Source: an optimization exercise on an open RTL-to-GDS flow (aim: small area, a short achievable clock period and few clock cycles per item). Production flows keep margins and buffers that such runs may drop. Where RTL was checked, it was by simulation tests only, not by an equivalence proof against the original. For run 2, only the layout was checked, not whether the RTL still works.

==> flow/design.v, too long to show whole: its modules and the start of the top module <==
// module act_requant_pipe: 2286 lines
// module arp_fa: 10 lines
// module arp_ha: 9 lines
module act_requant_pipe #(
   parameter int LANES    = 4,
   parameter int IN_W     = 24,
   parameter int OUT_W    = 8,
   parameter int DQ_SHIFT = 13,
   parameter int RQ_SHIFT = 8,
   parameter int LEN_W    = 16
) (
   input  logic                clk,
   input  logic                rst,
   input  logic                start,
   input  logic [1:0]          cfg_mode,
   input  logic [IN_W-1:0]     cfg_bias,
   input  logic [7:0]          cfg_dq_scale,
   input  logic [7:0]          cfg_rq_scale,
   input  logic [LEN_W-1:0]    cfg_len,
   input  logic                in_valid,
   output logic                in_ready,
   input  logic [LANES*IN_W-1:0] in_data,
   output logic                out_valid,
   input  logic                out_ready,
   output logic [LANES*OUT_W-1:0] out_data,
   output logic                out_last,
   output logic                busy,
   output logic                done,
   output logic [15:0]         sat_cnt
);
  // ...
==> flow/flow/run.sh <==
#!/bin/bash
# The standard layout (standard.sh, unchanged synthesis and settings), with one change to
# how it is made: the port buffers are plain buf_2 cells instead of the delay buffer that
# buffer_ports picks by default. Every port still gets its buffer; constraints and clock are
# the standard flow's.
cp standard.sh standard.sh.txt
export BUFFER_PORTS_ARGS="-buffer_cell sky130_fd_sc_hd__buf_2"
bash standard.sh > standard.log 2>&1
==> flow/standard.sh <==
#!/bin/bash
# synth_recipe.tcl (not shown) runs the flow's synth.tcl, then flattens the netlist and writes it again
# the make line also repeats each setting of config.mk as NAME=value (left out here)
make -C /OpenROAD-flow-scripts/flow DESIGN_CONFIG=/design/flow/config.mk WORK_HOME=/design/flow/orfs CLKGATE_MAP_FILE= SYNTH_SCRIPT=/design/flow/synth_recipe.tcl "${@:-finish}"
==> flow/config.mk <==
export PLATFORM = sky130hd
export DESIGN_NAME = act_requant_pipe
export DESIGN_NICKNAME = act_requant_pipe
export VERILOG_FILES = /design/flow/design.v
export SDC_FILE = /design/flow/constraint.sdc
export NUM_CORES = 4
export LEC_CHECK = 0
export CAP_MARGIN = 20
export CORE_MARGIN = 2
export CORE_UTILIZATION = 40
export SETUP_SLACK_MARGIN = 5
export SLEW_MARGIN = 20
export SYNTH_HIERARCHICAL = 1
export SYNTH_MINIMUM_KEEP_SIZE = 0
==> flow/constraint.sdc <==
create_clock -name core_clock -period 13.0 [get_ports {clk}]
set_input_delay 2.6000 -clock core_clock [delete_from_list [all_inputs] [get_ports {clk}]]
set_output_delay 2.6000 -clock core_clock [all_outputs]
set_load 0.01 [all_outputs]
==> flow_summary.json, run 1 <==
{
  "design.seq.count": 591,
  "grt_max_degree": 145,
  "totalWireLength_um": 177000,
  "path_delay_family": "compound AO/OA/AOI/OAI gates",
  "largest_reg_flops": 100,
  "slew_viol_final": 0,
  "synth.most_common_cell": "xnor2_1",
  "finalWorstSetupSlack_ps": 6871,
  "clock_latency_ps": 700,
  "drc_errors": 0,
  "synthTopCellsByCount": "863 x xnor2_1, 795 x fa_1, 782 x ha_1",
  "outcome": "finished clean",
  "setup_tns_ps": 0,
  "fin_util_pct": 42.92,
  "max_freq_mhz": 163.2,
  "cp-startpoint": "g_lane[1].dq_l[0]",
  "synth_area_um2": 73380,
  "seq_share_pct": 22.10,
  "post-place-ws_ps": 7024,
  "setup-violations-final": 0,
  "met3_length_um": 9202,
  "synthXorXnorAreaFrac_pct": 11.84,
  "netlist_instances": 7013,
  "ff2ff_setup_slack_ps": 6870,
  "final_cell_mix": "863 x xnor2_1, 795 x fa_1, 782 x ha_1, 640 x a22oi_1, 549 x edfxtp_1",
  "reg2reg_from": "g_lane[1].dq_l[0]",
  "synth_top_area_share_pct": 22.47,
  "cp.depth": 17
}
Testbench counts, summed over its fixed seeds: cycles 14,693, beats 13,349.
==> inputs of run 2 (changes only) <==
--- a/flow/design.v
+++ b/flow/design.v
@@ -30,42 +30,41 @@
    localparam int D_W = P_W - DQ_SHIFT;     
    localparam int Y_W = 17;                 
    localparam int Q_W = Y_W + 8;            
    logic                   busy_r, done_r, rem_nz;
    logic [LEN_W-1:0]       in_rem, len_m1;
    logic                   len_nz, len_gt1;
    logic [1:0]             mode;
    logic [IN_W-1:0]        bias_r;
-   logic                   v1, v2, v3, v4, v5, l1, l2, l3, l4, l5, o_v, o_l, s_v, s_l;
-   logic                   en, acc, in_fire, in_last, pop, push;
+   logic                   v1, v2, v3, v4, v5, l1, l2, l3, l4, l5, o_v, o_l;
+   logic                   en, acc, in_fire, in_last, pop;
    logic [IN_W-1:0]        bias_e;
-   logic [LANES*10-1:0]    r_c, o_d, s_d;
+   logic [LANES*10-1:0]    r_c, o_d;
    function automatic logic [12:0] booth8(input logic [7:0] b);
       logic [9:0] e;
       logic [3:0] one, two, neg;
       e = {1'b0, b, 1'b0};
       for (int i = 0; i < 4; i++) begin
          one[i] = e[2*i+1] ^ e[2*i];
          two[i] = (e[2*i+2] & ~e[2*i+1] & ~e[2*i]) | (~e[2*i+2] & e[2*i+1] & e[2*i]);
          neg[i] = e[2*i+2];
       end
       booth8 = {b[7], neg, two, one};
    endfunction
-   assign en = !s_v;
+   assign en = !o_v || out_ready;
    assign len_m1 = cfg_len - 1'b1;
    assign len_nz = cfg_len != '0;
    assign len_gt1 = |cfg_len[LEN_W-1:1];
    assign acc = busy_r ? rem_nz : start && len_nz;
    assign in_ready = en && (!busy_r || rem_nz);
    assign in_fire = in_valid && en && acc;
    assign in_last = busy_r ? in_rem == LEN_W'(1) : cfg_len == LEN_W'(1);
    assign bias_e = busy_r ? bias_r : cfg_bias;
    assign pop = o_v && out_ready;
-   assign push = en && v5;
    assign out_valid = o_v;
    assign out_last = o_l;
    assign busy = busy_r;
    assign done = done_r;
    for (genvar i = 0; i < LANES; i++) begin : g_lane
       logic [X_W-1:0] s1_x;
       logic [12:0]    dq_l, rq_l;
       always_ff @(posedge clk) begin
@@ -2215,54 +2214,41 @@
    always_ff @(posedge clk) begin
       if (en) begin
          l1 <= in_last;
          l2 <= l1;
          l3 <= l2;
          l4 <= l3;
          l5 <= l4;
       end
-      if (push && !(o_v && !pop)) begin
+      if (en) begin
          o_d <= r_c;
          o_l <= l5;
-      end else if (pop && s_v) begin
-         o_d <= s_d;
-         o_l <= s_l;
-      end
-      if (push && o_v && !pop) begin
-         s_d <= r_c;
-         s_l <= l5;
       end
       if (!busy_r && start) begin
          mode <= cfg_mode;
          bias_r <= cfg_bias;
       end
    end
    always_ff @(posedge clk) begin
       if (rst) begin
          busy_r <= 1'b0;
          done_r <= 1'b0;
          rem_nz <= 1'b0;
          in_rem <= '0;
-         {v1, v2, v3, v4, v5, o_v, s_v} <= '0;
+         {v1, v2, v3, v4, v5, o_v} <= '0;
       end else begin
          if (en) begin
             v1 <= in_fire;
             v2 <= v1;
             v3 <= v2;
             v4 <= v3;
             v5 <= v4;
          end
-         if (push) begin
-            if (o_v && !pop) s_v <= 1'b1;
-            else o_v <= 1'b1;
-         end else if (pop) begin
-            if (s_v) s_v <= 1'b0;
-            else o_v <= 1'b0;
-         end
+         if (en) o_v <= v5;
          done_r <= pop && o_l;
          if (done) busy_r <= 1'b0;
          if (!busy_r && start) begin
             busy_r <= 1'b1;
             in_rem <= in_fire ? len_m1 : cfg_len;
             rem_nz <= in_fire ? len_gt1 : len_nz;
             if (cfg_len == '0) done_r <= 1'b1;
          end else if (in_fire) begin
@@ -2276,17 +2262,17 @@
    always_comb begin
       n_sat = '0;
       for (int i = 0; i < LANES; i++) n_sat = n_sat + 3'(r_c[i*10+9] | r_c[i*10+8]);
    end
    assign sat_sum = {1'b0, sat_cnt} + 17'(n_sat);
    always_ff @(posedge clk) begin
       if (rst) sat_cnt <= '0;
       else if (!busy_r && start) sat_cnt <= '0;
-      else if (push) sat_cnt <= sat_sum[16] ? 16'hFFFF : sat_sum[15:0];
+      else if (en && v5) sat_cnt <= sat_sum[16] ? 16'hFFFF : sat_sum[15:0];
    end
 endmodule
 module arp_fa (
    input  logic a,
    input  logic b,
    input  logic c,
    output logic s,
    output logic co
==> flow/flow/run.sh (replaced) <==
#!/bin/bash
cp standard.sh standard.sh.txt
sed -e 's/SETUP_SLACK_MARGIN=[-0-9.]*/SETUP_SLACK_MARGIN=7.5/' standard.sh > standard_margin.sh
export BUFFER_PORTS_ARGS="-buffer_cell sky130_fd_sc_hd__buf_2"
bash standard_margin.sh > standard.log 2>&1
==> flow_summary.json, run 2 <==
{
  "outcome": "finished clean",
  "h-tree-depth": 3,
  "netlist_instances": 6700,
  "period_needed_ps": 5697,
  "maxSlewHeadroom_pct": 27.15,
  "synth-seq-area-share_pct": 22.62,
  "num_rows": 154,
  "grt_pass1_wl_um": 281400,
  "antenna_found_initial": 1,
  "clock-sinks": 549,
  "first_iter_violations": 3072,
  "cap_violations": 0,
  "setup-violations-final": 0,
  "async_reset_ff_share_pct": 0,
  "cp_max_fo": 2,
  "ys_warn_count": 7,
  "yosys.area.top_type": "fa_1",
  "pin_count": 212,
  "vias_per_cell": 5.582,
  "synth.most_common_cell": "xnor2_1",
  "ys_ff_latch": 549,
  "min_path_type": "reg -> reg",
  "final_cell_mix": "850 x xnor2_1, 795 x fa_1, 782 x ha_1, 640 x a22oi_1, 508 x edfxtp_1",
  "path_clk_slew_ps": 50,
  "yosys_most_used_dff": "edfxtp_1",
  "avgSynthCellArea_um2": 10.61,
  "ant_nets": 0,
  "setup_tns_ps": 0,
  "drive_gt1_share_pct": 8.116,
  "synthTopCellsByCount": "850 x xnor2_1, 795 x fa_1, 782 x ha_1",
  "post-place-ws_ps": 6614,
  "final_common_cell": "xnor2_1",
  "core_area_um2": 176300,
  "grt_pass1_vias": 52934,
  "cts_max_path_buffers": 3,
  "synth_top_area_share_pct": 22.40,
  "top_regs": "g_lane.s1_x: 100 flops, g_lane.s3_w: 88 flops, g_lane.s2_d: 80 flops",
  "syn_nets": 8436,
  "startpoint_type": "primary input",
  "clock_latency_ps": 680,
  "finalWorstSetupSlack_ps": 7303,
  "cts_tree": "done",
  "max_freq_mhz": 175.5,
  "cp_cell_sequence": "buf_6, nor2b_1, buf_4, a21oi_2, buf_2",
  "synthToLayoutAreaGrowth_pct": 7.932,
  "fillCellCount": 16608,
  "hold_viol": 0,
  "top_register": "g_lane.s1_x",
  "synth-edff-count": 508,
  "largest_reg_flops": 100,
  "slew_viol_final": 0,
  "die_h_um": 425.5,
  "worstSetupPathType": "in -> out",
  "clock_skew_ps": 32.23,
  "dp_hpwl_um": 124900,
  "die_x_um": 425.5,
  "synth_area_um2": 71060,
  "portBuffers": 211,
  "wl_per_cell_um": 19.01,
  "grt_max_degree": 145,
  "cts_buffers": 70,
  "rsz0062_at_grt": "yes",
  "worst_slew_pin_slew_ps": 1093,
  "critPathRequiredTime_ps": 10400,
  "dieArea_um2": 181000,
  "clock-root-buffer": "clkbuf_16",
  "netlist-cell-type-count": 75,
  "multiInputGateArea_um2": 52610,
  "yosys-top-cells-area": "fa_1 22%, edfxtp_1 21%, ha_1 14%",
  "fin_util_pct": 43.50,
  "dr.pass1.iters": 6,
  "crit_path_end_kind": "output port",
  "gp_congestion": 0.8646,
  "start_util_pct": 40.31,
  "drc_errors": 0,
  "overflow": 0,
  "cts_hold_buf": 0,
  "slowest_delay_ps": 150,
  "vias": 49935,
  "finalCritPeriodShare_pct": 43.82,
  "totalWireLength_um": 170000,
  "worst_ep_arrival_time_ps": 3100,
  "cpMaxStageDelayCell": "buf_2",
  "area.sequential_um2": 16080,
  "track_usage_pct": 18.87,
  "num-nets-final": 8282
}
## run 2: cell types whose count changed in the layout (fill, tap and decap cells not counted), sizes merged, moves of 16 or more
cell / previous run / this run
nand2: 439 / 280
a21o: 123 / 156
o21ai: 290 / 259
a211oi: 47 / 25
a21oi: 245 / 212
o31ai: 43 / 21
mux2i: 18 / 2
edfxtp: 549 / 508
a22o: 1 / 22
o21a: 64 / 42
## run 2: path summary, 6_finish.rpt
check                    startpoint            endpoint  slack (ps)  cells after the start
setup reg to reg  g_lane[1].rq_l[1]  g_lane[1].s5_r[16]        7770                     16
hold reg to reg   g_lane[1].s5_r[0]             o_d[10]         420                      0
setup / recovery          out_ready            in_ready        7300                      5
hold / removal    g_lane[1].s5_r[0]             o_d[10]         420                      0
## run 2: stage by stage
step                      cells  cell area [um^2]  hold WS, ps
after floorplan            6700             71160        400.3
after global placement     8796             73670        403.3
after detailed placement   8796             73670        404.5
after CTS                  8929             76240        417.9
after global routing       8945             76700        426.2
final                      8945             76700        417.0
## run 2: layout make-up
class / instances / area share [%]
multi-input combinational: 5472 / 68.59
sequential: 549 / 20.96
tap: 2340 / 3.817
timing repair buffer: 284 / 2.679
clock buffer: 81 / 2.393
inverter: 169 / 0.8336
clock inverter: 49 / 0.7259
antenna: 1 / 0.003263
## run 2: cells by family (layout without fill, tap and decap cells)
logic type / after synthesis / in the layout / share of synthesized area, %
fa+ha+maj: 1577 / 1577 / 36.16
xor+xnor: 984 / 984 / 12.13
flops: 549 / 549 / 22.62
compound gates: 1585 / 1585 / 15.40
buf+inv: 679 / 583 / 3.631
simple gates: 1289 / 1289 / 9.476
mux: 37 / 37 / 0.5828
other cells: 0 / 1 / 0
## run 2: modules after synthesis (local to each module, per instance)
module / flops+latches / copies in the design / cells inside / cell area, um^2
act_requant_pipe: 549 / 1 / 5212 / 46500
arp_fa: 0 / 792 / 1 / 20.02
arp_ha: 0 / 696 / 1 / 12.51
## run 2: per-layer routing
layer,part of all wire (%),vias up,track usage (%)
li1,-,23506,-
met1,46,24884,26.04
met2,47,1349,31.32
met3,5.0,196,2.220
met4,2.1,0,5.012
met5,0,-,0
## run 2: timing repair
action / in CTS / in global routing
gates cloned: 0 / 5
buffers inserted: 3 / 10
resized for setup: 37 / 57
hold endpoints to repair: 0 / 0
setup endpoints to repair: 73 / 54
## run 2: critical path, delay by kind of cell
kind | cells | cell delay (ps)
buf+inv | 3 | 360
simple gates | 1 | 100
compound gates | 1 | 30

-- what the ideal ports hide --
How much do the figures lean on ideal ports? The routed layouts below were timed once more, with nothing changed but the port constraints. Step 1 sets driving cells, clkbuf_16 on the clock port and buf_2 on the other inputs (assumed; they add their load-dependent delay and slew). Step 2, shift: input delay + t, output delay - t, t = (earliest + latest rising clock arrival at the registers) / 2. This alone moves slack from input paths to output paths. a / b / c = ideal ports / drivers / drivers and shift; a / b = the first two.
run	shift t [ns]	setup WS [ns]	pins driven straight from the clock port
run 1	0.760	6.871 / 6.871 / 6.871	1
run 2	0.744	7.303 / 7.266 / 6.968	1
After both steps setup and hold are still met in every run listed. The setup slack of run 2, which loses most, moves by -0.037 ns with the drivers and by -0.335 ns with both steps.
